This is an optimization exercise on Yosys and OpenROAD, whose aim is a short achievable clock period and few clock cycles per item, not a production implementation.
At most, simulation tests tie the RTL to the original design; equivalence was not proved.
No functional check of the RTL was part of run 3.
No activity file was given, so power comes from the tool's default toggle rates.

`flow/design.v`:
```
`default_nettype none
package sp_pkg;
	localparam int ELEM_W = 9;
	localparam int LEN    = 6;
	localparam logic [ELEM_W-1:0] MODULUS = 9'd509;
	typedef logic [ELEM_W-1:0] elem_t;
	typedef struct packed {
		logic sort_en;
		logic inv_en;
	} mode_t;
	function automatic logic lt9(input logic [8:0] x, input logic [8:0] y);
		logic [8:0] g;
		logic [8:0] e;
		logic [8:0] g1;
		logic [8:0] e1;
		logic [8:0] g2;
		logic [8:0] e2;
		logic [8:0] g3;
		logic [8:0] e3;
		for (int i = 0; i < 9; i++) begin
			g[i] = !x[i] && y[i];
			e[i] = !(x[i] ^ y[i]);
		end
		for (int i = 0; i < 9; i++) begin
			if (i >= 1) begin
				g1[i] = g[i] || (e[i] && g[i-1]);
				e1[i] = e[i] && e[i-1];
			end else begin
				g1[i] = g[i];
				e1[i] = e[i];
			end
		end
		for (int i = 0; i < 9; i++) begin
			if (i >= 2) begin
				g2[i] = g1[i] || (e1[i] && g1[i-2]);
				e2[i] = e1[i] && e1[i-2];
			end else begin
				g2[i] = g1[i];
				e2[i] = e1[i];
			end
		end
		for (int i = 0; i < 9; i++) begin
			if (i >= 4) begin
				g3[i] = g2[i] || (e2[i] && g2[i-4]);
				e3[i] = e2[i] && e2[i-4];
			end else begin
				g3[i] = g2[i];
				e3[i] = e2[i];
			end
		end
		lt9 = g3[8] || (e3[8] && g3[0]);
	endfunction
	function automatic logic [9:0] add9(input logic [8:0] x, input logic [8:0] y, input logic c);
		logic [8:0] p;
		logic [8:0] g;
		logic [8:0] gg;
		logic [8:0] pp;
		logic [8:0] gn;
		logic [8:0] pn;
		logic [9:0] cy;
		p = x ^ y;
		for (int i = 0; i < 9; i++) begin
			g[i] = x[i] & y[i];
		end
		g[0] = g[0] | (p[0] & c);
		gg = g;
		pp = p;
		for (int d = 1; d < 9; d = d * 2) begin
			for (int i = 0; i < 9; i++) begin
				if (i >= d) begin
					gn[i] = gg[i] | (pp[i] & gg[i-d]);
					pn[i] = pp[i] & pp[i-d];
				end else begin
					gn[i] = gg[i];
					pn[i] = pp[i];
				end
			end
			gg = gn;
			pp = pn;
		end
		cy[0] = c;
		for (int i = 1; i < 10; i++) begin
			cy[i] = gg[i-1];
		end
		add9 = {cy[9], p ^ cy[8:0]};
	endfunction
	function automatic logic [8:0] addmod3(input logic [8:0] x, input logic [8:0] xp3,
			input logic [8:0] y);
		logic [9:0] t;
		logic [9:0] u;
		t = add9(x, y, 1'b0);
		u = add9(xp3, y, 1'b0);
		addmod3 = u[9] ? u[8:0] : t[8:0];
	endfunction
	function automatic logic [8:0] addmod(input logic [8:0] x, input logic [8:0] y);
		logic [9:0] t;
		logic [9:0] u;
		t = add9(x, y, 1'b0);
		u = add9(t[8:0], 9'd3, 1'b0);
		addmod = (t[9] || u[9]) ? u[8:0] : t[8:0];
	endfunction
	function automatic logic [8:0] mod3(input logic [10:0] t);
		if (t >= 11'd1018) begin
			mod3 = 9'(t - 11'd1018);
		end else if (t >= 11'd509) begin
			mod3 = 9'(t - 11'd509);
		end else begin
			mod3 = t[8:0];
		end
	endfunction
	function automatic logic [8:0] mod4(input logic [10:0] t);
		if (t >= 11'd1527) begin
			mod4 = 9'(t - 11'd1527);
		end else if (t >= 11'd1018) begin
			mod4 = 9'(t - 11'd1018);
		end else if (t >= 11'd509) begin
			mod4 = 9'(t - 11'd509);
		end else begin
			mod4 = t[8:0];
		end
	endfunction
endpackage
`default_nettype wire
`default_nettype none
module mod_inverse (
	input  wire logic       clk,
	input  wire logic [8:0] value,
	input  wire logic       inv,
	input  wire logic [8:0] value_q,
	output logic      [8:0] result
);
	localparam logic [31:0] T0_0 = 32'h412035c6;
	localparam logic [31:0] T0_1 = 32'h1422b655;
	localparam logic [31:0] T0_2 = 32'h5d442402;
	localparam logic [31:0] T0_3 = 32'hcc80bfc2;
	localparam logic [31:0] T0_4 = 32'hc2e6e751;
	localparam logic [31:0] T0_5 = 32'h683c27b3;
	localparam logic [31:0] T0_6 = 32'he1f3740c;
	localparam logic [31:0] T0_7 = 32'h71f76de1;
	localparam logic [31:0] T0_8 = 32'h1e12441c;
	localparam logic [31:0] T0_9 = 32'h73f44c1e;
	localparam logic [31:0] T0_10 = 32'h0c86f0fa;
	localparam logic [31:0] T0_11 = 32'h1d46262f;
	localparam logic [31:0] T0_12 = 32'h6f00bfb3;
	localparam logic [31:0] T0_13 = 32'heff6f751;
	localparam logic [31:0] T0_14 = 32'h5564aef5;
	localparam logic [31:0] T0_15 = 32'hc714fedf;
	localparam logic [31:0] T1_0 = 32'h214fa5bc;
	localparam logic [31:0] T1_1 = 32'hb45a4c75;
	localparam logic [31:0] T1_2 = 32'hdb71aebf;
	localparam logic [31:0] T1_3 = 32'h13392220;
	localparam logic [31:0] T1_4 = 32'h1c4083f7;
	localparam logic [31:0] T1_5 = 32'h121f057f;
	localparam logic [31:0] T1_6 = 32'h5f0ec479;
	localparam logic [31:0] T1_7 = 32'hc71897ce;
	localparam logic [31:0] T1_8 = 32'h9cfa4638;
	localparam logic [31:0] T1_9 = 32'h2788dc3e;
	localparam logic [31:0] T1_10 = 32'h3fa83e12;
	localparam logic [31:0] T1_11 = 32'h3bf0408e;
	localparam logic [31:0] T1_12 = 32'hc1112732;
	localparam logic [31:0] T1_13 = 32'h7f5d63b6;
	localparam logic [31:0] T1_14 = 32'h2b8c968b;
	localparam logic [31:0] T1_15 = 32'h8f697ca1;
	localparam logic [31:0] T2_0 = 32'h2c8f0b74;
	localparam logic [31:0] T2_1 = 32'h55206f27;
	localparam logic [31:0] T2_2 = 32'h433b681f;
	localparam logic [31:0] T2_3 = 32'h78fa6f6f;
	localparam logic [31:0] T2_4 = 32'hf24008a4;
	localparam logic [31:0] T2_5 = 32'h34a252e4;
	localparam logic [31:0] T2_6 = 32'h5f67a530;
	localparam logic [31:0] T2_7 = 32'h09067a40;
	localparam logic [31:0] T2_8 = 32'he39221e3;
	localparam logic [31:0] T2_9 = 32'hdb5e5a7f;
	localparam logic [31:0] T2_10 = 32'h098550a6;
	localparam logic [31:0] T2_11 = 32'h4d4bbfe2;
	localparam logic [31:0] T2_12 = 32'h83534f0a;
	localparam logic [31:0] T2_13 = 32'h3ea72b79;
	localparam logic [31:0] T2_14 = 32'hed4ee85e;
	localparam logic [31:0] T2_15 = 32'h9b22bf13;
	localparam logic [31:0] T3_0 = 32'hb093331c;
	localparam logic [31:0] T3_1 = 32'hccbb0587;
	localparam logic [31:0] T3_2 = 32'h64cec802;
	localparam logic [31:0] T3_3 = 32'h96c86bb4;
	localparam logic [31:0] T3_4 = 32'hde69f019;
	localparam logic [31:0] T3_5 = 32'hf17833c2;
	localparam logic [31:0] T3_6 = 32'hc38d0db4;
	localparam logic [31:0] T3_7 = 32'h6094baaf;
	localparam logic [31:0] T3_8 = 32'h823ab59e;
	localparam logic [31:0] T3_9 = 32'h379b8bb1;
	localparam logic [31:0] T3_10 = 32'h268ce85e;
	localparam logic [31:0] T3_11 = 32'h90bc1ae3;
	localparam logic [31:0] T3_12 = 32'hf59b7c27;
	localparam logic [31:0] T3_13 = 32'h11fe0006;
	localparam logic [31:0] T3_14 = 32'hae9b48b9;
	localparam logic [31:0] T3_15 = 32'h9aecf1bd;
	localparam logic [31:0] T4_0 = 32'he5134554;
	localparam logic [31:0] T4_1 = 32'h68963a80;
	localparam logic [31:0] T4_2 = 32'hdc58e9c5;
	localparam logic [31:0] T4_3 = 32'h86430336;
	localparam logic [31:0] T4_4 = 32'h75930076;
	localparam logic [31:0] T4_5 = 32'h4e49228e;
	localparam logic [31:0] T4_6 = 32'h7e12e5e3;
	localparam logic [31:0] T4_7 = 32'h5ab62585;
	localparam logic [31:0] T4_8 = 32'hd784e4a9;
	localparam logic [31:0] T4_9 = 32'h4d1e25d0;
	localparam logic [31:0] T4_10 = 32'h632edb61;
	localparam logic [31:0] T4_11 = 32'ha47fcd16;
	localparam logic [31:0] T4_12 = 32'ha5decb65;
	localparam logic [31:0] T4_13 = 32'h471e3971;
	localparam logic [31:0] T4_14 = 32'h17a0e5b2;
	localparam logic [31:0] T4_15 = 32'h9f777dd7;
	localparam logic [31:0] T5_0 = 32'h8660b5bc;
	localparam logic [31:0] T5_1 = 32'h29166c9b;
	localparam logic [31:0] T5_2 = 32'ha902f50e;
	localparam logic [31:0] T5_3 = 32'hc63374b9;
	localparam logic [31:0] T5_4 = 32'hb638f6a1;
	localparam logic [31:0] T5_5 = 32'h2fb692d9;
	localparam logic [31:0] T5_6 = 32'hb65d2e9b;
	localparam logic [31:0] T5_7 = 32'h7fbe70b4;
	localparam logic [31:0] T5_8 = 32'h34bc6080;
	localparam logic [31:0] T5_9 = 32'hc8aad174;
	localparam logic [31:0] T5_10 = 32'h992da482;
	localparam logic [31:0] T5_11 = 32'h1ea438e6;
	localparam logic [31:0] T5_12 = 32'h19a44ce7;
	localparam logic [31:0] T5_13 = 32'he3d02fda;
	localparam logic [31:0] T5_14 = 32'h89b265da;
	localparam logic [31:0] T5_15 = 32'h9ab48e66;
	localparam logic [31:0] T6_0 = 32'h16a52874;
	localparam logic [31:0] T6_1 = 32'ha5e590f2;
	localparam logic [31:0] T6_2 = 32'h364d64e1;
	localparam logic [31:0] T6_3 = 32'hf6c6ef25;
	localparam logic [31:0] T6_4 = 32'h80da6680;
	localparam logic [31:0] T6_5 = 32'h624a5320;
	localparam logic [31:0] T6_6 = 32'h9c3c42ab;
	localparam logic [31:0] T6_7 = 32'h466b14bc;
	localparam logic [31:0] T6_8 = 32'hb0b5ca67;
	localparam logic [31:0] T6_9 = 32'h4aa770e1;
	localparam logic [31:0] T6_10 = 32'hbecd6b6e;
	localparam logic [31:0] T6_11 = 32'h3fa6693d;
	localparam logic [31:0] T6_12 = 32'hd7c22724;
	localparam logic [31:0] T6_13 = 32'h9e365364;
	localparam logic [31:0] T6_14 = 32'hec3d9616;
	localparam logic [31:0] T6_15 = 32'h9e5ad6a5;
	localparam logic [31:0] T7_0 = 32'h3b4c630c;
	localparam logic [31:0] T7_1 = 32'heab36ba9;
	localparam logic [31:0] T7_2 = 32'h88d00ca0;
	localparam logic [31:0] T7_3 = 32'ha9666681;
	localparam logic [31:0] T7_4 = 32'h83cd478b;
	localparam logic [31:0] T7_5 = 32'h72976b9a;
	localparam logic [31:0] T7_6 = 32'h66dae832;
	localparam logic [31:0] T7_7 = 32'h6ce3a766;
	localparam logic [31:0] T7_8 = 32'h66468e32;
	localparam logic [31:0] T7_9 = 32'h6cfa2926;
	localparam logic [31:0] T7_10 = 32'ha98a45ac;
	localparam logic [31:0] T7_11 = 32'h8b87530f;
	localparam logic [31:0] T7_12 = 32'h9ea6665a;
	localparam logic [31:0] T7_13 = 32'h3eb3fd3b;
	localparam logic [31:0] T7_14 = 32'hda8a4caa;
	localparam logic [31:0] T7_15 = 32'h99ce7348;
	localparam logic [31:0] T8_0 = 32'h85915a90;
	localparam logic [31:0] T8_1 = 32'h1aa10c20;
	localparam logic [31:0] T8_2 = 32'hc7941bb1;
	localparam logic [31:0] T8_3 = 32'ha93aac84;
	localparam logic [31:0] T8_4 = 32'hac12aa24;
	localparam logic [31:0] T8_5 = 32'h13d310b2;
	localparam logic [31:0] T8_6 = 32'h65f572ac;
	localparam logic [31:0] T8_7 = 32'h5ad8c0a0;
	localparam logic [31:0] T8_8 = 32'h7ebf3929;
	localparam logic [31:0] T8_9 = 32'hf2ac5416;
	localparam logic [31:0] T8_10 = 32'hacbdcd0d;
	localparam logic [31:0] T8_11 = 32'hb6eaadf2;
	localparam logic [31:0] T8_12 = 32'h37b2a8da;
	localparam logic [31:0] T8_13 = 32'hdc89f587;
	localparam logic [31:0] T8_14 = 32'hbef3dea9;
	localparam logic [31:0] T8_15 = 32'h15a95d97;
	logic [8:0][15:0] part;
	logic [15:0]      hot;
	logic             plain;
	always_ff @(posedge clk) begin
		for (int h = 0; h < 16; h++) begin
			hot[h] <= inv && value[8:5] == 4'(h);
		end
		plain <= !inv;
		part[0][0] <= T0_0[value[4:0]];
		part[0][1] <= T0_1[value[4:0]];
		part[0][2] <= T0_2[value[4:0]];
		part[0][3] <= T0_3[value[4:0]];
		part[0][4] <= T0_4[value[4:0]];
		part[0][5] <= T0_5[value[4:0]];
		part[0][6] <= T0_6[value[4:0]];
		part[0][7] <= T0_7[value[4:0]];
		part[0][8] <= T0_8[value[4:0]];
		part[0][9] <= T0_9[value[4:0]];
		part[0][10] <= T0_10[value[4:0]];
		part[0][11] <= T0_11[value[4:0]];
		part[0][12] <= T0_12[value[4:0]];
		part[0][13] <= T0_13[value[4:0]];
		part[0][14] <= T0_14[value[4:0]];
		part[0][15] <= T0_15[value[4:0]];
		part[1][0] <= T1_0[value[4:0]];
		part[1][1] <= T1_1[value[4:0]];
		part[1][2] <= T1_2[value[4:0]];
		part[1][3] <= T1_3[value[4:0]];
		part[1][4] <= T1_4[value[4:0]];
		part[1][5] <= T1_5[value[4:0]];
		part[1][6] <= T1_6[value[4:0]];
		part[1][7] <= T1_7[value[4:0]];
		part[1][8] <= T1_8[value[4:0]];
		part[1][9] <= T1_9[value[4:0]];
		part[1][10] <= T1_10[value[4:0]];
		part[1][11] <= T1_11[value[4:0]];
		part[1][12] <= T1_12[value[4:0]];
		part[1][13] <= T1_13[value[4:0]];
		part[1][14] <= T1_14[value[4:0]];
		part[1][15] <= T1_15[value[4:0]];
		part[2][0] <= T2_0[value[4:0]];
		part[2][1] <= T2_1[value[4:0]];
		part[2][2] <= T2_2[value[4:0]];
		part[2][3] <= T2_3[value[4:0]];
		part[2][4] <= T2_4[value[4:0]];
		part[2][5] <= T2_5[value[4:0]];
		part[2][6] <= T2_6[value[4:0]];
		part[2][7] <= T2_7[value[4:0]];
		part[2][8] <= T2_8[value[4:0]];
		part[2][9] <= T2_9[value[4:0]];
		part[2][10] <= T2_10[value[4:0]];
		part[2][11] <= T2_11[value[4:0]];
		part[2][12] <= T2_12[value[4:0]];
		part[2][13] <= T2_13[value[4:0]];
		part[2][14] <= T2_14[value[4:0]];
		part[2][15] <= T2_15[value[4:0]];
		part[3][0] <= T3_0[value[4:0]];
		part[3][1] <= T3_1[value[4:0]];
		part[3][2] <= T3_2[value[4:0]];
		part[3][3] <= T3_3[value[4:0]];
		part[3][4] <= T3_4[value[4:0]];
		part[3][5] <= T3_5[value[4:0]];
		part[3][6] <= T3_6[value[4:0]];
		part[3][7] <= T3_7[value[4:0]];
		part[3][8] <= T3_8[value[4:0]];
		part[3][9] <= T3_9[value[4:0]];
		part[3][10] <= T3_10[value[4:0]];
		part[3][11] <= T3_11[value[4:0]];
		part[3][12] <= T3_12[value[4:0]];
		part[3][13] <= T3_13[value[4:0]];
		part[3][14] <= T3_14[value[4:0]];
		part[3][15] <= T3_15[value[4:0]];
		part[4][0] <= T4_0[value[4:0]];
		part[4][1] <= T4_1[value[4:0]];
		part[4][2] <= T4_2[value[4:0]];
		part[4][3] <= T4_3[value[4:0]];
		part[4][4] <= T4_4[value[4:0]];
		part[4][5] <= T4_5[value[4:0]];
		part[4][6] <= T4_6[value[4:0]];
		part[4][7] <= T4_7[value[4:0]];
		part[4][8] <= T4_8[value[4:0]];
		part[4][9] <= T4_9[value[4:0]];
		part[4][10] <= T4_10[value[4:0]];
		part[4][11] <= T4_11[value[4:0]];
		part[4][12] <= T4_12[value[4:0]];
		part[4][13] <= T4_13[value[4:0]];
		part[4][14] <= T4_14[value[4:0]];
		part[4][15] <= T4_15[value[4:0]];
		part[5][0] <= T5_0[value[4:0]];
		part[5][1] <= T5_1[value[4:0]];
		part[5][2] <= T5_2[value[4:0]];
		part[5][3] <= T5_3[value[4:0]];
		part[5][4] <= T5_4[value[4:0]];
		part[5][5] <= T5_5[value[4:0]];
		part[5][6] <= T5_6[value[4:0]];
		part[5][7] <= T5_7[value[4:0]];
		part[5][8] <= T5_8[value[4:0]];
		part[5][9] <= T5_9[value[4:0]];
		part[5][10] <= T5_10[value[4:0]];
		part[5][11] <= T5_11[value[4:0]];
		part[5][12] <= T5_12[value[4:0]];
		part[5][13] <= T5_13[value[4:0]];
		part[5][14] <= T5_14[value[4:0]];
		part[5][15] <= T5_15[value[4:0]];
		part[6][0] <= T6_0[value[4:0]];
		part[6][1] <= T6_1[value[4:0]];
		part[6][2] <= T6_2[value[4:0]];
		part[6][3] <= T6_3[value[4:0]];
		part[6][4] <= T6_4[value[4:0]];
		part[6][5] <= T6_5[value[4:0]];
		part[6][6] <= T6_6[value[4:0]];
		part[6][7] <= T6_7[value[4:0]];
		part[6][8] <= T6_8[value[4:0]];
		part[6][9] <= T6_9[value[4:0]];
		part[6][10] <= T6_10[value[4:0]];
		part[6][11] <= T6_11[value[4:0]];
		part[6][12] <= T6_12[value[4:0]];
		part[6][13] <= T6_13[value[4:0]];
		part[6][14] <= T6_14[value[4:0]];
		part[6][15] <= T6_15[value[4:0]];
		part[7][0] <= T7_0[value[4:0]];
		part[7][1] <= T7_1[value[4:0]];
		part[7][2] <= T7_2[value[4:0]];
		part[7][3] <= T7_3[value[4:0]];
		part[7][4] <= T7_4[value[4:0]];
		part[7][5] <= T7_5[value[4:0]];
		part[7][6] <= T7_6[value[4:0]];
		part[7][7] <= T7_7[value[4:0]];
		part[7][8] <= T7_8[value[4:0]];
		part[7][9] <= T7_9[value[4:0]];
		part[7][10] <= T7_10[value[4:0]];
		part[7][11] <= T7_11[value[4:0]];
		part[7][12] <= T7_12[value[4:0]];
		part[7][13] <= T7_13[value[4:0]];
		part[7][14] <= T7_14[value[4:0]];
		part[7][15] <= T7_15[value[4:0]];
		part[8][0] <= T8_0[value[4:0]];
		part[8][1] <= T8_1[value[4:0]];
		part[8][2] <= T8_2[value[4:0]];
		part[8][3] <= T8_3[value[4:0]];
		part[8][4] <= T8_4[value[4:0]];
		part[8][5] <= T8_5[value[4:0]];
		part[8][6] <= T8_6[value[4:0]];
		part[8][7] <= T8_7[value[4:0]];
		part[8][8] <= T8_8[value[4:0]];
		part[8][9] <= T8_9[value[4:0]];
		part[8][10] <= T8_10[value[4:0]];
		part[8][11] <= T8_11[value[4:0]];
		part[8][12] <= T8_12[value[4:0]];
		part[8][13] <= T8_13[value[4:0]];
		part[8][14] <= T8_14[value[4:0]];
		part[8][15] <= T8_15[value[4:0]];
	end
	always_comb begin
		for (int k = 0; k < 9; k++) begin
			result[k] = (|(part[k] & hot)) || (plain && value_q[k]);
		end
	end
endmodule
`default_nettype wire
`default_nettype none
module sp_top (
	input  wire logic          clk,
	input  wire logic          rst_n,
	input  wire logic          in_valid,
	input  wire sp_pkg::elem_t in_data,
	input  wire sp_pkg::mode_t in_mode,
	output logic               out_valid,
	output sp_pkg::elem_t      out_data
);
	localparam logic [8:0] INF = 9'h1FF;
	logic       v1;
	logic [2:0] idx;
	logic [2:0] k1;
	logic [8:0] x;
	logic [1:0] mode;
	always_ff @(posedge clk or negedge rst_n) begin
		if (!rst_n) begin
			v1  <= 1'b0;
			idx <= '0;
		end else begin
			v1 <= in_valid;
			if (in_valid) begin
				idx <= (idx == 3'd5) ? 3'd0 : idx + 3'd1;
			end
		end
	end
	always_ff @(posedge clk) begin
		x  <= in_data;
		k1 <= idx;
		if (in_valid && idx == 3'd0) begin
			mode <= in_mode;
		end
	end
	logic [8:0] bi;
	mod_inverse u_inv (
		.clk     (clk),
		.value   (in_data),
		.inv     ((idx == 3'd0) ? in_mode[0] : mode[0]),
		.value_q (x),
		.result  (bi)
	);
	logic       v2;
	logic [2:0] k2;
	logic [8:0] x2;
	logic [8:0] br;
	logic [8:0] brn;
	logic [8:0] bc;
	always_ff @(posedge clk or negedge rst_n) begin
		if (!rst_n) begin
			v2 <= 1'b0;
		end else begin
			v2 <= v1;
		end
	end
	always_ff @(posedge clk) begin
		k2 <= k1;
		x2 <= x;
		if (v1) begin
			br  <= bi;
			brn <= ~bi;
		end
	end
	assign bc = ~brn;
	logic [5:0][8:0] s;
	logic [5:0][8:0] s_in;
	logic [5:0][8:0] s_ins;
	logic [5:0]      lt;
	logic [9:0]      tp2;
	always_comb begin
		for (int j = 0; j < 6; j++) begin
			s_in[j] = (k2 == 3'd0) ? INF : s[j];
		end
		for (int j = 0; j < 6; j++) begin
			lt[j] = sp_pkg::lt9(br, s_in[j]);
		end
		for (int j = 0; j < 6; j++) begin
			if (!lt[j]) begin
				s_ins[j] = s_in[j];
			end else if (j == 0) begin
				s_ins[j] = br;
			end else begin
				s_ins[j] = lt[j-1] ? s_in[j-1] : br;
			end
		end
	end
	always_ff @(posedge clk) begin
		if (v2) begin
			s <= s_ins;
		end
	end
	assign tp2 = sp_pkg::add9({1'b0, x2[8:1]}, bc, 1'b0);
	logic        v3;
	logic        v4;
	logic [2:0]  k3;
	logic [2:0]  k4;
	logic [8:0]  b3;
	logic [8:0]  b4;
	logic [10:0] tp3;
	logic [8:0]  p4;
	logic [5:0][8:0] r;
	logic [5:0][8:0] r3;
	always_ff @(posedge clk or negedge rst_n) begin
		if (!rst_n) begin
			v3 <= 1'b0;
			v4 <= 1'b0;
		end else begin
			v3 <= v2;
			v4 <= v3;
		end
	end
	always_ff @(posedge clk) begin
		k3  <= k2;
		b3  <= bc;
		tp3 <= {tp2, x2[0]};
		k4  <= k3;
		b4  <= b3;
		p4  <= sp_pkg::mod3(tp3);
		if (v4) begin
			r[k4]  <= mode[1] ? p4 : sp_pkg::addmod(p4, b4);
			r3[k4] <= 9'(sp_pkg::add9(p4, 9'd3, 1'b0));
		end
	end
	logic       fire_slow;
	logic       busy;
	logic [5:0] oc;
	logic       lt_b0;
	logic       lt_bb;
	logic       lt_r0;
	logic       lt_r1;
	logic [8:0] e0_b;
	logic [8:0] e0_r;
	logic [8:0] e0_s;
	logic [8:0] e0_sort;
	logic [8:0] e1_s0;
	logic [8:0] e1_s1;
	logic [8:0] e1_r;
	logic [8:0] e1_sort;
	logic [5:0][8:0] e_gen;
	logic [8:0] e_next;
	assign fire_slow = v1 && k1 == 3'd5 && mode[1];
	assign lt_b0   = sp_pkg::lt9(bi, s[0]);
	assign lt_bb   = sp_pkg::lt9(bi, bc);
	assign lt_r0   = sp_pkg::lt9(bc, s[0]);
	assign e0_b    = sp_pkg::addmod3(r[0], r3[0], bi);
	assign e0_r    = sp_pkg::addmod3(r[0], r3[0], bc);
	assign e0_s    = sp_pkg::addmod3(r[0], r3[0], s[0]);
	assign e0_sort = (lt_b0 && lt_bb) ? e0_b : (lt_r0 ? e0_r : e0_s);
	assign lt_r1   = sp_pkg::lt9(bc, s[1]);
	assign e1_s0   = sp_pkg::addmod3(r[1], r3[1], s[0]);
	assign e1_s1   = sp_pkg::addmod3(r[1], r3[1], s[1]);
	assign e1_r    = sp_pkg::addmod3(r[1], r3[1], bc);
	assign e1_sort = lt_r1 ? (lt_r0 ? e1_s0 : e1_r) : e1_s1;
	always_comb begin
		e_gen[0] = '0;
		e_gen[1] = mode[1] ? e1_sort : r[1];
		for (int j = 2; j < 6; j++) begin
			e_gen[j] = mode[1] ? sp_pkg::addmod3(r[j], r3[j], s[j]) : r[j];
		end
		e_next = '0;
		for (int j = 1; j < 6; j++) begin
			e_next = e_next | (e_gen[j] & {9{oc[j]}});
		end
	end
	logic       armed;
	logic [8:0] d_idle;
	logic [8:0] d_arm;
	assign d_idle = fire_slow ? e0_sort : (busy ? e_next : '0);
	assign d_arm  = armed ? r[0] : '0;
	always_ff @(posedge clk or negedge rst_n) begin
		if (!rst_n) begin
			out_valid <= 1'b0;
			out_data  <= '0;
			busy      <= 1'b0;
			oc        <= '0;
			armed     <= 1'b0;
		end else begin
			armed     <= (in_valid ? idx == 3'd4 : idx == 3'd5) && !mode[1];
			out_valid <= in_valid ? armed : (fire_slow || busy);
			out_data  <= in_valid ? d_arm : d_idle;
			if (in_valid) begin
				busy <= armed;
				oc   <= armed ? 6'b000010 : '0;
			end else if (fire_slow) begin
				busy <= 1'b1;
				oc   <= 6'b000010;
			end else if (busy) begin
				oc   <= {oc[4:0], 1'b0};
				busy <= !oc[5];
			end else begin
				oc   <= '0;
			end
		end
	end
endmodule
`default_nettype wire
```
`flow/flow/run.sh`:
```
#!/bin/bash
# Standard layout, with timing repair aimed well below the clock period
# and plain buffers on the ports
set -euo pipefail
bash standard.sh SETUP_SLACK_MARGIN=7.2 "BUFFER_PORTS_ARGS=-buffer_cell sky130_fd_sc_hd__buf_4" finish > standard.log 2>&1
```
`flow/standard.sh`:
```
#!/bin/bash
# synth_recipe.tcl (not shown) runs the flow's synth.tcl, then flattens the netlist and writes it again
# the make line also repeats each setting of config.mk as NAME=value (left out here)
make -C /OpenROAD-flow-scripts/flow DESIGN_CONFIG=/design/flow/config.mk WORK_HOME=/design/flow/orfs CLKGATE_MAP_FILE= SYNTH_SCRIPT=/design/flow/synth_recipe.tcl "${@:-finish}"
```
`flow/config.mk`:
```
export PLATFORM = sky130hd
export DESIGN_NAME = sp_top
export DESIGN_NICKNAME = sp_top
export VERILOG_FILES = /design/flow/design.v
export SDC_FILE = /design/flow/constraint.sdc
export NUM_CORES = 4
export LEC_CHECK = 0
export CAP_MARGIN = 20
export CORE_MARGIN = 2
export CORE_UTILIZATION = 30
export PLACE_DENSITY = 0.45
export SLEW_MARGIN = 20
```
`flow/constraint.sdc`:
```
create_clock -name core_clock -period 10.0 [get_ports {clk}]
set_input_delay 2.0000 -clock core_clock [delete_from_list [all_inputs] [get_ports {clk}]]
set_output_delay 2.0000 -clock core_clock [all_outputs]
set_load 0.01 [all_outputs]
```
==> metrics.md, run 1 <==
| Metric | Value |
|---|---|
| Met3 global-route usage | 7.30% |
| Final Cell Area | 42,900 um2 |
| Largest net degree at the start of global routing | 68 |
| Clk Latency, worst-skew pair | 670 ps |
| Clock root cell | clkbuf_16 |
| Layout cells sized above 1 | 31.0% |
| Async set-reset flop share out of synthesis | 5.52% |
| SO Viols | max-capacitance violations, max-slew violations |
| Total CTS buffers | 53 |
| Register area share after synthesis | 34.4% |
| Port Buf Inserts | 23 |
| Run status | finished with violations |
| F_max | 284 MHz |
| TritonCTS sink count | 435 |
| Final GP Congestion | 1.01 |
| Netlist cell types | 85 |
| Commonest cells after routing, fill and taps aside | nand2_1, ha_1, buf_4, nor2_1, dfxtp_1 |
| Antenna violations before repair | 13 |
| Clock-pin slew on the worst setup and hold paths | 70 ps |
| Max Slew Vio Count | 7 |
| Via count | 32,100 |
| Max FO, Critical Path | 6 |
| CTS tree | done |
| Vias in the first global route | 30,000 |
| First-pass GRT wire length | 223,000 um |
| Commonest non-fill, non-tap cell in the layout | nand2_1 |
| Yosys warnings | 2 |
| Avg Cell Area, Syn | 8.57 um2 |
| Top-level I/O count | 24 |
| Crit start category | flop |
| CTS H-tree lvls | 2 |
| HPWL after DPL | 106,000 um |
| Routed Antenna Nets | 0 |
| EDFF count, synth | 182 |
| Slowest Stage Delay on Critical Path | 360 ps |
| Main flop type after synthesis | dfxtp_1 |
| RSZ-0062 raised after global routing | yes |
| Hold crit path type | reg -> reg |
| Initial Utilization | 30.3% |
| Post-Synthesis Cells | 3,612 |
| GR Util met2 | 41.0% |
| Rows | 117 |
| Crit path DAT | 4030 ps |
| Max-cap violation count | 1 |
| Met1 usage | 40.1% |
| Pleak | 0.0168 uW |
| Post-CTS Hold Buffers | 0 |
| Via density per instance | 6.07 |
| Post-route minimum period | 3520 ps |
| Crit Path Category | reg -> reg |
| CORE AREA | 102,000 um2 |
| Drt initial violations | 4,042 |
| Sw Share | 47.3% |
| Wire per inst | 30.1 um |
| Max clock buf depth | 3 |
| Total global-route track usage | 28.9% |
| Maximum VDD drop | 0.210 mV |
| Internal Pwr Total | 8670 uW |
| Reg power frac | 20.2% |
| Crit path cell chain | buf_6 -> buf_6 -> a22oi_2 -> nand4_1 -> nor2_1 -> nand2_2 -> inv_4 -> ha_4 -> a211oi_2 -> o21ai_1 -> a221o_1 -> o22ai_2 -> buf_4 -> a21o_1 -> buf_6 -> o21ai_2 -> o211ai_1 -> nand3_1 |
| Die Area | 106,000 um2 |
| Worst-Margin Slew | 1560 ps |
| Post-Syn Area | 31,000 um2 |
| Busiest grt layer | met2 |
| Slew margin rel. | -4.70% |
| Comb power frac | 67.2% |
| Setup TNS | 0 ps |
| Slowest CP cell | a221o_1 |
| Area growth from synthesis to layout | 38.5% |
| Grt ovf | 0 |
| Die X | 325 um |
| Clk_skew | 30.5 ps |
| Final wirelength | 159,000 um |
| Dpl cell area | 33,300 um2 |
| Final net count | 4,217 |
| Tcrit/Tclk final | 35.2% |
| CP endpoint kind | flop |
| Fin. Hold Viols | 0 |
| Crit-path most repeated cell | buf_6 |
| Cell area power density | 384 nW/um2 |
| Setup Viol. Count Final | 0 |
| # DRC | 0 |
| Post-synth net total | 3,948 |
| WP data required | 10,500 ps |
| Clock power share | 12.7% |
| Seq cells post-synth | 435 |
| Switching pwr | 7790 uW |
| Fillers | 10,000 |
| DR pass1 iterations | 7 |
| Die height | 325 um |
[stage by stage]
stage	hold slack (ps)	power, uW	setup slack (ps)	cells	util [%]
2_1_floorplan	310	8760	6500	3612	-
3_3_place_gp	311	11300	4910	4848	32.6
4_1_cts	314	15600	6540	5224	40.0
5_1_grt	322	17400	6390	5293	42.0
6_report	307	16500	6480	5297	42.0
3_5_place_dp	312	11300	4980	4849	32.6
[sequential cells by signal, indices dropped and copies added (netlist names), 2 cells and up]
name,count
s,54
out_data,9
p4,9
brn,9
r,54
mode,2
tp3,11
b4,9
oc,5
br,9
b3,9
k2,3
x,9
k4,3
u_inv.part,144
k1,3
idx,3
u_inv.hot,16
k3,3
r3,54
x2,9
[cell families (layout without fill, tap and decap cells)]
logic type	Yosys count	in the layout	synth area share (%)
compound gates	1176	1181	24.2
xor+xnor	153	153	4.33
fa+ha+maj	322	322	13.5
buf+inv	305	613	3.72
flops	435	435	34.4
mux	86	86	2.83
other cells	0	4	0
simple gates	1135	1135	17.0
[layout make-up]
type	instances	area, um2	share of cell area [%]
inverter	104	518	1.21
antenna	4	10.0	0.0233
sequential	435	10700	25.0
clock inverter	25	287	0.668
multi-input combinational	2877	23200	54.2
tap	1368	1710	3.99
clock buffer	74	1530	3.56
timing repair buffer	408	4860	11.3
timing repair inverter	2	22.5	0.0525
[critical path: cells and delay by family, from the launching register on]
family          cells  cell delay, ps
buf+inv             5             670
flops               1             320
fa+ha+maj           1             210
simple gates        4             700
compound gates      8            1470
[path summary, 6_finish.rpt]
kind / startpoint / endpoint / slack [ps] / depth (start not counted)
setup / recovery: u_inv.hot[1] / out_data[4] / 6480 / 18
hold / removal: b3[6] / b4[6] / 310 / 0
setup reg to reg: u_inv.hot[1] / out_data[4] / 6480 / 18
hold reg to reg: b3[6] / b4[6] / 310 / 0
max in group asynchronous: rst_n / v2 / 8460 / 1
min in group asynchronous: rst_n / v4 / 1240 / 1
[routing by layer]
layer  wire length [um]  vias to the layer above
met5                 27                        -
met4              10200                        4
met3              17400                      517
met2              64400                     1975
met1              67200                    15600
li1                   -                    14100
[power groups by stage]
stage               Combinational, uW  Clock (uW)  Sequential, uW
finish                          11100        2080            3320
global route                    11900        2160            3340
CTS                             10200        2100            3280
detailed placement               7890           0            3370
global placement                 7920           0            3380
floorplan                        5850           0            2910
[what timing repair did]
item	4_1_cts	5_1_grt
endpoints found under the setup margin	275	245
setup buffers	242	63
resized for setup	682	295
cloned	34	6
pin swaps	120	153
[Yosys cell counts, drive strengths merged, types with 75 or more instances]
cell type  count  share of area, %
nand2        398               4.8
o21ai        348               5.6
ha           300                12
nor2         277               3.4
a21oi        260               4.2
dfxtp        229                15
edfxtp       182                18
clkbuf       164               2.0
nand3        111               1.8
inv          103               1.2
xnor2         96               2.7
a22oi         84               2.0
nor3          82               1.3
mux2i         75               2.4
Testbench counts, summed over its fixed seeds: cycles 2,214, jobs 192.
==> run 2: changes to the inputs <==
--- a/flow/config.mk
+++ b/flow/config.mk
@@ -5,8 +5,8 @@
 export SDC_FILE = /design/flow/constraint.sdc
 export NUM_CORES = 4
 export LEC_CHECK = 0
-export CAP_MARGIN = 20
+export CAP_MARGIN = 30
 export CORE_MARGIN = 2
 export CORE_UTILIZATION = 30
 export PLACE_DENSITY = 0.45
-export SLEW_MARGIN = 20
+export SLEW_MARGIN = 30
==> run 2 against run 1 <==
  * Now clean on timing, DRC and antenna
  * Via count down 0.15%
  * Clock power up 2%
  * Worst setup slack better by 74 ps
  * Clock skew down 9.5 ps
  * Design area up 0.56%
  * Register-to-register slack better by 70 ps
  * Synthesized cell count unchanged
  * Critical path type is now in -> reg
  * Largest cell class unchanged
==> metrics.md, run 2 <==
| Metric | Value |
|---|---|
| Routed Antenna Nets | 0 |
| Commonest cells after routing, fill and taps aside | nand2_1, buf_4, ha_1, nor2_1, dfxtp_1 |
| Run status | timing/DRC/antenna clean |
| Netlist cell types | 85 |
| Setup Viol. Count Final | 0 |
| Port Buf Inserts | 23 |
| Clk_skew | 21.0 ps |
| Post-CTS Hold Buffers | 0 |
| Top cell type's share of synthesized area | 17.7% |
| Clock-pin slew on the worst setup and hold paths | 70 ps |
| Crit Path Category | in -> reg |
| Busiest grt layer | met2 |
| Rows | 117 |
| CTS tree | done |
| Wire per inst | 29.8 um |
| Post-route setup slack | 6550 ps |
| Hold_sp | b3[6] |
| Slowest CP cell | or4_1 |
| Xor/xnor share of the synthesized area | 4.33% |
| Final net count | 4,246 |
| Vias in the first global route | 29,900 |
| Area growth from synthesis to layout | 39.3% |
| HPWL after DPL | 106,000 um |
| Synth Area in Adders | 13.5% |
| Max reg flops | 144 |
| Total CTS buffers | 53 |
| Avg Cell Area, Syn | 8.57 um2 |
| Synth area leader | edfxtp_1 |
| Drt initial violations | 4,413 |
| Largest net degree at the start of global routing | 70 |
| Met3 global-route usage | 6.49% |
| EDFF count, synth | 182 |
| Yosys warnings | 2 |
| Dpl ws | 5010 ps |
| Most numerous cell in the Yosys netlist | nand2_1 |
| CORE AREA | 102,000 um2 |
| Launch point of the worst path | in_valid |
| GR Util met2 | 40.9% |
| Layout cells sized above 1 | 31.2% |
| Met1 usage | 40.1% |
| Crit-path most repeated cell | or4_1 |
| Mux cell area share after synthesis | 2.83% |
| TritonCTS sink count | 435 |
| Initial Utilization | 30.3% |
| Slowest Stage Delay on Critical Path | 550 ps |
| Die height | 325 um |
| Crit start category | input pin |
| Post-route minimum period | 3450 ps |
| Tcrit/Tclk final | 34.5% |
| Crit path DAT | 4060 ps |
| Via count | 32,100 |
| Maximum VDD drop | 0.185 mV |
| Grt ovf | 0 |
| Cell area power density | 385 nW/um2 |
| Antenna violations before repair | 10 |
| Top-level I/O count | 24 |
| Fillers | 9,913 |
| Post-synth net total | 3,948 |
| Compound-gate portion of the synthesized area | 24.2% |
| Largest family of logic cells by synthesized area | compound AO/OA/AOI/OAI gates |
| WP data required | 10,610 ps |
| Clock root cell | clkbuf_16 |
| Via density per instance | 6.02 |
| Biggest register | u_inv.part |
| Total global-route track usage | 28.6% |
| Max Slew Vio Count | 0 |
| CTS H-tree lvls | 2 |
| Die Area | 106,000 um2 |
| Crit path cell chain | buf_4 -> nand2b_4 -> nor2b_4 -> nand2_1 -> or4_1 -> o211ai_1 -> or4_1 -> a211o_1 |
| Synth Area in Simple Gates | 17.0% |
| Final wirelength | 159,000 um |
| CP endpoint kind | flop |
| First-pass GRT wire length | 221,000 um |
| Max-cap violation count | 0 |
| # DRC | 0 |
| Register area share after synthesis | 34.4% |
| Fin. Hold Viols | 0 |
| R2r setup slk | 6550 ps |
| Pleak | 0.0170 uW |
| Hold crit path type | reg -> reg |
| Synth top cells by count | nand2_1, o21ai_0, ha_1, nor2_1, a21oi_1 |
| Final GP Congestion | 1.01 |
| Worst-Margin Slew | 1200 ps |
| Clk Latency, worst-skew pair | 660 ps |
| Slew margin rel. | 19.8% |
| Main flop type after synthesis | dfxtp_1 |
| Seq cells post-synth | 435 |
| Die X | 325 um |
| Commonest non-fill, non-tap cell in the layout | nand2_1 |
| Area contributors post-synth | edfxtp_1, dfxtp_1, ha_1 |
| Post-Syn Area | 31,000 um2 |
| Setup TNS | 0 ps |
| DR pass1 iterations | 8 |
| Max FO, Critical Path | 13 |
| Reg2reg start | s[18] |
| Max clock buf depth | 3 |
| Async set-reset flop share out of synthesis | 5.52% |
| F_max | 290 MHz |
| Post-Synthesis Cells | 3,612 |
| RSZ-0062 raised after global routing | yes |
-- run 2: cell counts after synthesis --
No cell type changed its count.
-- run 2: what timing repair did --
item,4_1_cts,5_1_grt
cloned,31,2
resized for setup,646,307
endpoints found under the setup margin,274,221
setup buffers,257,85
pin swaps,133,148
-- run 2: through the flow --
stage	cell area, um2	cells	total power [uW]	hold WS [ps]	util [%]
floorplan	32400	3612	8760	310	-
global placement	33300	4848	11300	311	32.6
detailed placement	33300	4848	11300	312	32.7
CTS	40900	5236	15600	326	40.1
global route	43100	5323	17500	329	42.2
finish	43100	5326	16600	323	42.3
-- run 2: critical path, delay by kind of cell --
family	cells	cell delay, ps
buffers and inverters	1	150
and+or+nand+nor	5	1530
AOI/OAI and AO/OA	2	370
-- run 2: final cells by class --
cell class,instances,area (um2),share of cell area [%]
multi-input combinational,2877,23200,53.8
sequential,435,10700,24.8
timing repair buffer,437,5060,11.7
tap,1368,1710,3.97
clock buffer,71,1530,3.55
inverter,104,528,1.22
clock inverter,29,328,0.760
timing repair inverter,2,22.5,0.0522
antenna,3,7.51,0.0174
-- run 2: metal layers --
layer	routed length (um)	vias up
li1	-	14100
met1	67800	15600
met2	64300	1896
met3	16500	525
met4	10200	12
met5	86	-
-- run 2: report_power, final --
group          total, uW  switching, uW  internal [uW]
Combinational      11200           6200           4990
Clock               2120            908           1210
Sequential          3300            734           2560
Total              16600           7840           8770
-- run 2: worst paths after layout --
path                       cells after the start     endpoint
hold / removal                                 0        b4[6]
setup reg to reg                              13  out_data[8]
setup / recovery                               8  out_data[8]
max in group asynchronous                      1           v2
min in group asynchronous                      1           v4
hold reg to reg                                0        b4[6]
-- run 2: cell families after synthesis --
logic type / after synthesis
AOI/OAI and AO/OA: 1176
xor gates and xnor gates: 153
adders and majority gates: 322
buffers and inverters: 305
DFF: 435
muxes: 86
and+or+nand+nor: 1135
==> run 3: changes to the inputs <==
--- a/flow/design.v
+++ b/flow/design.v
@@ -84,6 +84,30 @@
 		end
 		add9 = {cy[9], p ^ cy[8:0]};
 	endfunction
+	function automatic logic [10:0] add11(input logic [10:0] x, input logic [10:0] y);
+		logic [10:0] p;
+		logic [10:0] gg;
+		logic [10:0] pp;
+		logic [10:0] gn;
+		logic [10:0] pn;
+		p  = x ^ y;
+		gg = x & y;
+		pp = p;
+		for (int d = 1; d < 11; d = d * 2) begin
+			for (int i = 0; i < 11; i++) begin
+				if (i >= d) begin
+					gn[i] = gg[i] | (pp[i] & gg[i-d]);
+					pn[i] = pp[i] & pp[i-d];
+				end else begin
+					gn[i] = gg[i];
+					pn[i] = pp[i];
+				end
+			end
+			gg = gn;
+			pp = pn;
+		end
+		add11 = p ^ {gg[9:0], 1'b0};
+	endfunction
 	function automatic logic [8:0] addmod3(input logic [8:0] x, input logic [8:0] xp3,
 			input logic [8:0] y);
 		logic [9:0] t;
@@ -127,7 +151,10 @@
 	input  wire logic [8:0] value,
 	input  wire logic       inv,
 	input  wire logic [8:0] value_q,
-	output logic      [8:0] result
+	output logic      [8:0] result,
+	output logic [3:0][8:0] cand,
+	output logic [3:0]      hot_a,
+	output logic            plain
 );
 	localparam logic [31:0] T0_0 = 32'h412035c6;
 	localparam logic [31:0] T0_1 = 32'h1422b655;
@@ -274,11 +301,11 @@
 	localparam logic [31:0] T8_14 = 32'hbef3dea9;
 	localparam logic [31:0] T8_15 = 32'h15a95d97;
 	logic [8:0][15:0] part;
-	logic [15:0]      hot;
-	logic             plain;
+	logic [3:0]       hot_b;
 	always_ff @(posedge clk) begin
-		for (int h = 0; h < 16; h++) begin
-			hot[h] <= inv && value[8:5] == 4'(h);
+		for (int h = 0; h < 4; h++) begin
+			hot_a[h] <= inv && value[8:7] == 2'(h);
+			hot_b[h] <= value[6:5] == 2'(h);
 		end
 		plain <= !inv;
 		part[0][0] <= T0_0[value[4:0]];
@@ -427,8 +454,14 @@
 		part[8][15] <= T8_15[value[4:0]];
 	end
 	always_comb begin
+		for (int a = 0; a < 4; a++) begin
+			for (int k = 0; k < 9; k++) begin
+				cand[a][k] = |(part[k][4*a +: 4] & hot_b);
+			end
+		end
 		for (int k = 0; k < 9; k++) begin
-			result[k] = (|(part[k] & hot)) || (plain && value_q[k]);
+			result[k] = (cand[0][k] && hot_a[0]) || (cand[1][k] && hot_a[1])
+				|| (cand[2][k] && hot_a[2]) || (cand[3][k] && hot_a[3]) || (plain && value_q[k]);
 		end
 	end
 endmodule
@@ -467,13 +500,19 @@
 			mode <= in_mode;
 		end
 	end
-	logic [8:0] bi;
+	logic [8:0]      bi;
+	logic [3:0][8:0] cand;
+	logic [3:0]      hot_a;
+	logic            plain;
 	mod_inverse u_inv (
 		.clk     (clk),
 		.value   (in_data),
 		.inv     ((idx == 3'd0) ? in_mode[0] : mode[0]),
 		.value_q (x),
-		.result  (bi)
+		.result  (bi),
+		.cand    (cand),
+		.hot_a   (hot_a),
+		.plain   (plain)
 	);
 	logic       v2;
 	logic [2:0] k2;
@@ -501,7 +540,6 @@
 	logic [5:0][8:0] s_in;
 	logic [5:0][8:0] s_ins;
 	logic [5:0]      lt;
-	logic [9:0]      tp2;
 	always_comb begin
 		for (int j = 0; j < 6; j++) begin
 			s_in[j] = (k2 == 3'd0) ? INF : s[j];
@@ -524,14 +562,21 @@
 			s <= s_ins;
 		end
 	end
-	assign tp2 = sp_pkg::add9({1'b0, x2[8:1]}, bc, 1'b0);
+	logic [10:0] tp2;
+	logic [10:0] tq2;
+	logic [10:0] cs_s;
+	logic [10:0] cs_c;
+	assign tp2 = {sp_pkg::add9({1'b0, x2[8:1]}, bc, 1'b0), x2[0]};
+	assign cs_s = 11'(x2) ^ 11'({bc, 1'b0}) ^ 11'(bc);
+	assign cs_c = 11'({(11'(x2) & 11'({bc, 1'b0})) | (11'(x2) & 11'(bc))
+		| (11'({bc, 1'b0}) & 11'(bc)), 1'b0});
+	assign tq2 = sp_pkg::add11(cs_s, cs_c);
 	logic        v3;
 	logic        v4;
 	logic [2:0]  k3;
 	logic [2:0]  k4;
-	logic [8:0]  b3;
-	logic [8:0]  b4;
 	logic [10:0] tp3;
+	logic [10:0] tq3;
 	logic [8:0]  p4;
 	logic [5:0][8:0] r;
 	logic [5:0][8:0] r3;
@@ -546,24 +591,22 @@
 	end
 	always_ff @(posedge clk) begin
 		k3  <= k2;
-		b3  <= bc;
-		tp3 <= {tp2, x2[0]};
+		tp3 <= tp2;
+		tq3 <= tq2;
 		k4  <= k3;
-		b4  <= b3;
 		p4  <= sp_pkg::mod3(tp3);
+		if (v3) begin
+			r[k3] <= mode[1] ? sp_pkg::mod3(tp3) : sp_pkg::mod4(tq3);
+		end
 		if (v4) begin
-			r[k4]  <= mode[1] ? p4 : sp_pkg::addmod(p4, b4);
 			r3[k4] <= 9'(sp_pkg::add9(p4, 9'd3, 1'b0));
 		end
 	end
 	logic       fire_slow;
 	logic       busy;
 	logic [5:0] oc;
-	logic       lt_b0;
-	logic       lt_bb;
 	logic       lt_r0;
 	logic       lt_r1;
-	logic [8:0] e0_b;
 	logic [8:0] e0_r;
 	logic [8:0] e0_s;
 	logic [8:0] e0_sort;
@@ -574,13 +617,23 @@
 	logic [5:0][8:0] e_gen;
 	logic [8:0] e_next;
 	assign fire_slow = v1 && k1 == 3'd5 && mode[1];
-	assign lt_b0   = sp_pkg::lt9(bi, s[0]);
-	assign lt_bb   = sp_pkg::lt9(bi, bc);
+	logic [3:0][8:0] e0_c;
+	logic [8:0]      e0_rest;
+	logic [8:0]      e0_x;
 	assign lt_r0   = sp_pkg::lt9(bc, s[0]);
-	assign e0_b    = sp_pkg::addmod3(r[0], r3[0], bi);
 	assign e0_r    = sp_pkg::addmod3(r[0], r3[0], bc);
 	assign e0_s    = sp_pkg::addmod3(r[0], r3[0], s[0]);
-	assign e0_sort = (lt_b0 && lt_bb) ? e0_b : (lt_r0 ? e0_r : e0_s);
+	assign e0_rest = lt_r0 ? e0_r : e0_s;
+	always_comb begin
+		for (int a = 0; a < 4; a++) begin
+			e0_c[a] = (sp_pkg::lt9(cand[a], s[0]) && sp_pkg::lt9(cand[a], bc)) ?
+				sp_pkg::addmod3(r[0], r3[0], cand[a]) : e0_rest;
+		end
+		e0_x = (sp_pkg::lt9(x, s[0]) && sp_pkg::lt9(x, bc)) ?
+			sp_pkg::addmod3(r[0], r3[0], x) : e0_rest;
+		e0_sort = (e0_c[0] & {9{hot_a[0]}}) | (e0_c[1] & {9{hot_a[1]}})
+			| (e0_c[2] & {9{hot_a[2]}}) | (e0_c[3] & {9{hot_a[3]}}) | (e0_x & {9{plain}});
+	end
 	assign lt_r1   = sp_pkg::lt9(bc, s[1]);
 	assign e1_s0   = sp_pkg::addmod3(r[1], r3[1], s[0]);
 	assign e1_s1   = sp_pkg::addmod3(r[1], r3[1], s[1]);
==> run 3 against run 2 <==
  * Maximum frequency shrank 16%
  * Sequential power shrank 2%
  * Worst setup slack lost 670 ps
  * Clock-buffer cell count grew 6
  * Sequential share of layout area shrank 3.7 points
  * First-iteration DRC count shrank 3.8%
  * Clock power shrank 5%
  * Critical path depth grew 9
  * Clock skew grew 25 ps
  * Worst hold slack gained 14 ps
  * Critical endpoint is now out_data[0]
  * Largest power group unchanged
==> metrics.md, run 3 <==
| Metric | Value |
|---|---|
| Placed Cells | 5,804 |
| Slew margin rel. | 31.6% |
| Final wirelength | 177,000 um |
| Max clock buf depth | 3 |
| Synth top cells by count | ha_1, nand2_1, a21oi_1, nor2_1, o21ai_0 |
| Worst-Margin Slew | 1030 ps |
| CTS tree | done |
| Maximum VDD drop | 0.170 mV |
| Antenna violations before repair | 6 |
| First-pass GRT wire length | 245,000 um |
| Sw Share | 48.5% |
| Total global-route track usage | 27.2% |
| Crit Path Category | reg -> reg |
| Top-level I/O count | 24 |
| Clk Latency, worst-skew pair | 690 ps |
| Reg power frac | 19.3% |
| Avg Cell Area, Syn | 8.39 um2 |
| Post-Syn Area | 36,200 um2 |
| Slowest Stage Delay on Critical Path | 460 ps |
| HPWL after DPL | 118,000 um |
| # DRC | 0 |
| Fin. Hold Viols | 0 |
| Layout cells sized above 1 | 28.5% |
| Reg2reg start | u_inv.hot_b[1] |
| CTS H-tree lvls | 2 |
| Routed Antenna Nets | 0 |
| EDFF count, synth | 182 |
| Total CTS buffers | 55 |
| CP Buf/Inv Count | 5 |
| Comb power frac | 68.6% |
| Hold slack | 336 ps |
| Gate family responsible for the most delay along the worst path | compound AO/OA/AOI/OAI gates |
| R2r setup slk | 5880 ps |
| Seq cells post-synth | 420 |
| Reg-to-reg endpoint | out_data[0] |
| Register area share after synthesis | 28.6% |
| Switching pwr | 8120 uW |
| Die Area | 123,000 um2 |
| Area contributors post-synth | ha_1, edfxtp_1, dfxtp_1 |
| Commonest cells after routing, fill and taps aside | ha_1, nand2_1, a21oi_1, buf_4, nor2_1 |
| Die height | 351 um |
| Post-synth net total | 4,803 |
| Hold crit path type | reg -> reg |
| Via count | 37,300 |
| Area growth from synthesis to layout | 36.0% |
| Hold path depth | 0 |
| Hold_sp | k1[2] |
| Grt ovf | 0 |
| Setup TNS | 0 ps |
| Setup Viol. Count Final | 0 |
| Via density per instance | 5.92 |
| DR pass1 iterations | 10 |
| Async set-reset flop share out of synthesis | 5.71% |
| Crit path cell chain | buf_12 -> buf_16 -> buf_12 -> buf_12 -> a22oi_2 -> nand2_4 -> ha_4 -> nor4_2 -> o21a_1 -> nor3_2 -> a211oi_2 -> buf_6 -> mux2i_2 -> mux2i_1 -> a221oi_2 -> a21oi_4 -> or4_1 |
| Synth area leader | ha_1 |
| Commonest non-fill, non-tap cell in the layout | ha_1 |
| CORE AREA | 120,000 um2 |
| F_max | 243 MHz |
| Die X | 351 um |
| Max reg flops | 144 |
| Clk_skew | 46.4 ps |
| Fillers | 11,900 |
| Run status | timing/DRC/antenna clean |
| Biggest register | u_inv.part |
| Main flop type after synthesis | dfxtp_1 |
| WP data required | 10,520 ps |
| Wire per inst | 28.1 um |
| Yosys warnings | 2 |
| Clock root cell | clkbuf_16 |
| Drt initial violations | 4,247 |
| Final net count | 5,137 |
| Final GP Congestion | 1.00 |
| Crit start category | flop |
| Port Buf Inserts | 23 |
| Max-cap violation count | 0 |
| Netlist cell types | 95 |
| Top cell type's share of synthesized area | 15.2% |
| Cell area power density | 340 nW/um2 |
| Max FO, Critical Path | 5 |
| Internal Pwr Total | 8640 uW |
| TritonCTS sink count | 420 |
| Finished Layout Cells | 6,303 |
| Vias in the first global route | 34,300 |
| CP endpoint kind | flop |
| RSZ-0062 raised after global routing | yes |
| R2R cell count | 17 |
| Crit path DAT | 4630 ps |
| Slowest CP cell | a221oi_2 |
| Clock-pin slew on the worst setup and hold paths | 60 ps |
| Crit-path most repeated cell | buf_12 |
| Post-route minimum period | 4120 ps |
| Clock power share | 12.1% |
| Worst hold endpoint | k2[2] |
| Tcrit/Tclk final | 41.2% |
| Max Slew Vio Count | 0 |
| Rows | 127 |
| Largest net degree at the start of global routing | 95 |
| Post-Synthesis Cells | 4,312 |
| Initial Utilization | 30.2% |
| Pleak | 0.0198 uW |
## run 3: through the flow
step | power [uW] | cell area, um2 | setup slack [ps] | utilization (%)
after global routing | 17800 | 49200 | 5880 | 41.1
after detailed placement | 12500 | 39300 | 5250 | 32.8
after CTS | 15800 | 45900 | 6130 | 38.3
final | 16800 | 49200 | 5880 | 41.1
after floorplan | 9670 | 38100 | 6640 | -
after global placement | 12500 | 39200 | 5260 | 32.7
## run 3: worst reg2reg max path: cells and delay by family, from the launching register on
family	cells	cell delay [ps]
fa+ha+maj	1	250
mux	2	340
simple gates	4	830
buf+inv	5	700
compound gates	5	1460
flops	1	390
## run 3: routing by layer
layer / wire length [um] / up-vias / GRT usage, %
li1: - / 16700 / -
met5: 67 / - / 0
met4: 10600 / 4 / 12.8
met1: 73800 / 18000 / 35.8
met3: 15300 / 604 / 5.41
met2: 77200 / 1985 / 42.6
## run 3: timing repair
item	CTS	global route
gates cloned	22	12
gates resized for setup	527	432
pin swaps	160	198
buffers inserted	244	119
hold buffers	0	0
endpoints found under the setup margin	285	241
## run 3: worst max-delay path by stage
stage | start | end | slack (ps) | depth (start not counted)
5_1_grt | u_inv.hot_b[1] | out_data[8] | 5880 | 16
4_1_cts | u_inv.hot_b[1] | out_data[8] | 6130 | 15
3_3_place_gp | in_data[2] | u_inv.part[73] | 5260 | 8
3_5_place_dp | in_data[2] | u_inv.part[126] | 5250 | 9
6_report | u_inv.hot_b[1] | out_data[0] | 5880 | 17
2_1_floorplan | in_data[1] | u_inv.part[109] | 6640 | 9
## run 3: power groups by stage
stage          registers, uW  logic, uW  clock network [uW]
6_report                3240      11500                2020
5_1_grt                 3280      12400                2120
4_1_cts                 3220      10500                2040
3_5_place_dp            3290       9230                   0
3_3_place_gp            3290       9220                   0
2_1_floorplan           2900       6780                   0
## run 3: cells by family after synthesis
kind of cell | synth area share, %
simple gates | 15.5
mux | 4.00
fa+ha+maj | 17.3
xor+xnor | 5.40
compound gates | 25.1
flops | 28.6
buf+inv | 4.05
## run 3: layout make-up
class                      instances  area [um2]  share of cell area, %
tap                             1612        2020                   4.10
inverter                         188         861                   1.75
multi-input combinational       3509       28900                   58.7
antenna                            1        2.50                0.00508
clock buffer                      77        1530                   3.11
timing repair inverter             2        17.5                 0.0356
timing repair buffer             470        5290                   10.7
clock inverter                    24         236                  0.480
sequential                       420       10400                   21.1

static timing again, ports no longer ideal:
The flow's constraints put no driver on any port. The routed layouts listed below were extracted and timed again, unchanged, in two steps.
Step 1, drivers: a clkbuf_16 drives clk and a buf_2 each remaining input, both assumed.
Step 2, shift: input delay + t, output delay - t, t = (earliest + latest rising clock arrival at the registers) / 2. This alone moves slack from input paths to output paths.
Three values: no drivers, after step 1, after step 2; two values: the first two.
| run | t (ns) | slack for setup (ns) | worst setup path at the end | worst register clock-pin slew, ns |
|---|---|---|---|---|
| run 1 | 0.734 | 6.475 / 6.475 / 5.839 | input to register | 0.07 / 0.07 |
| run 2 | 0.722 | 6.550 / 6.551 / 5.875 | input to register | 0.07 / 0.07 |
| run 3 | 0.740 | 5.881 / 5.881 / 5.881 | register to register | 0.07 / 0.07 |
For run 2, which loses most, drivers alone change the setup slack by +0.001 ns; drivers and shift together by -0.675 ns.
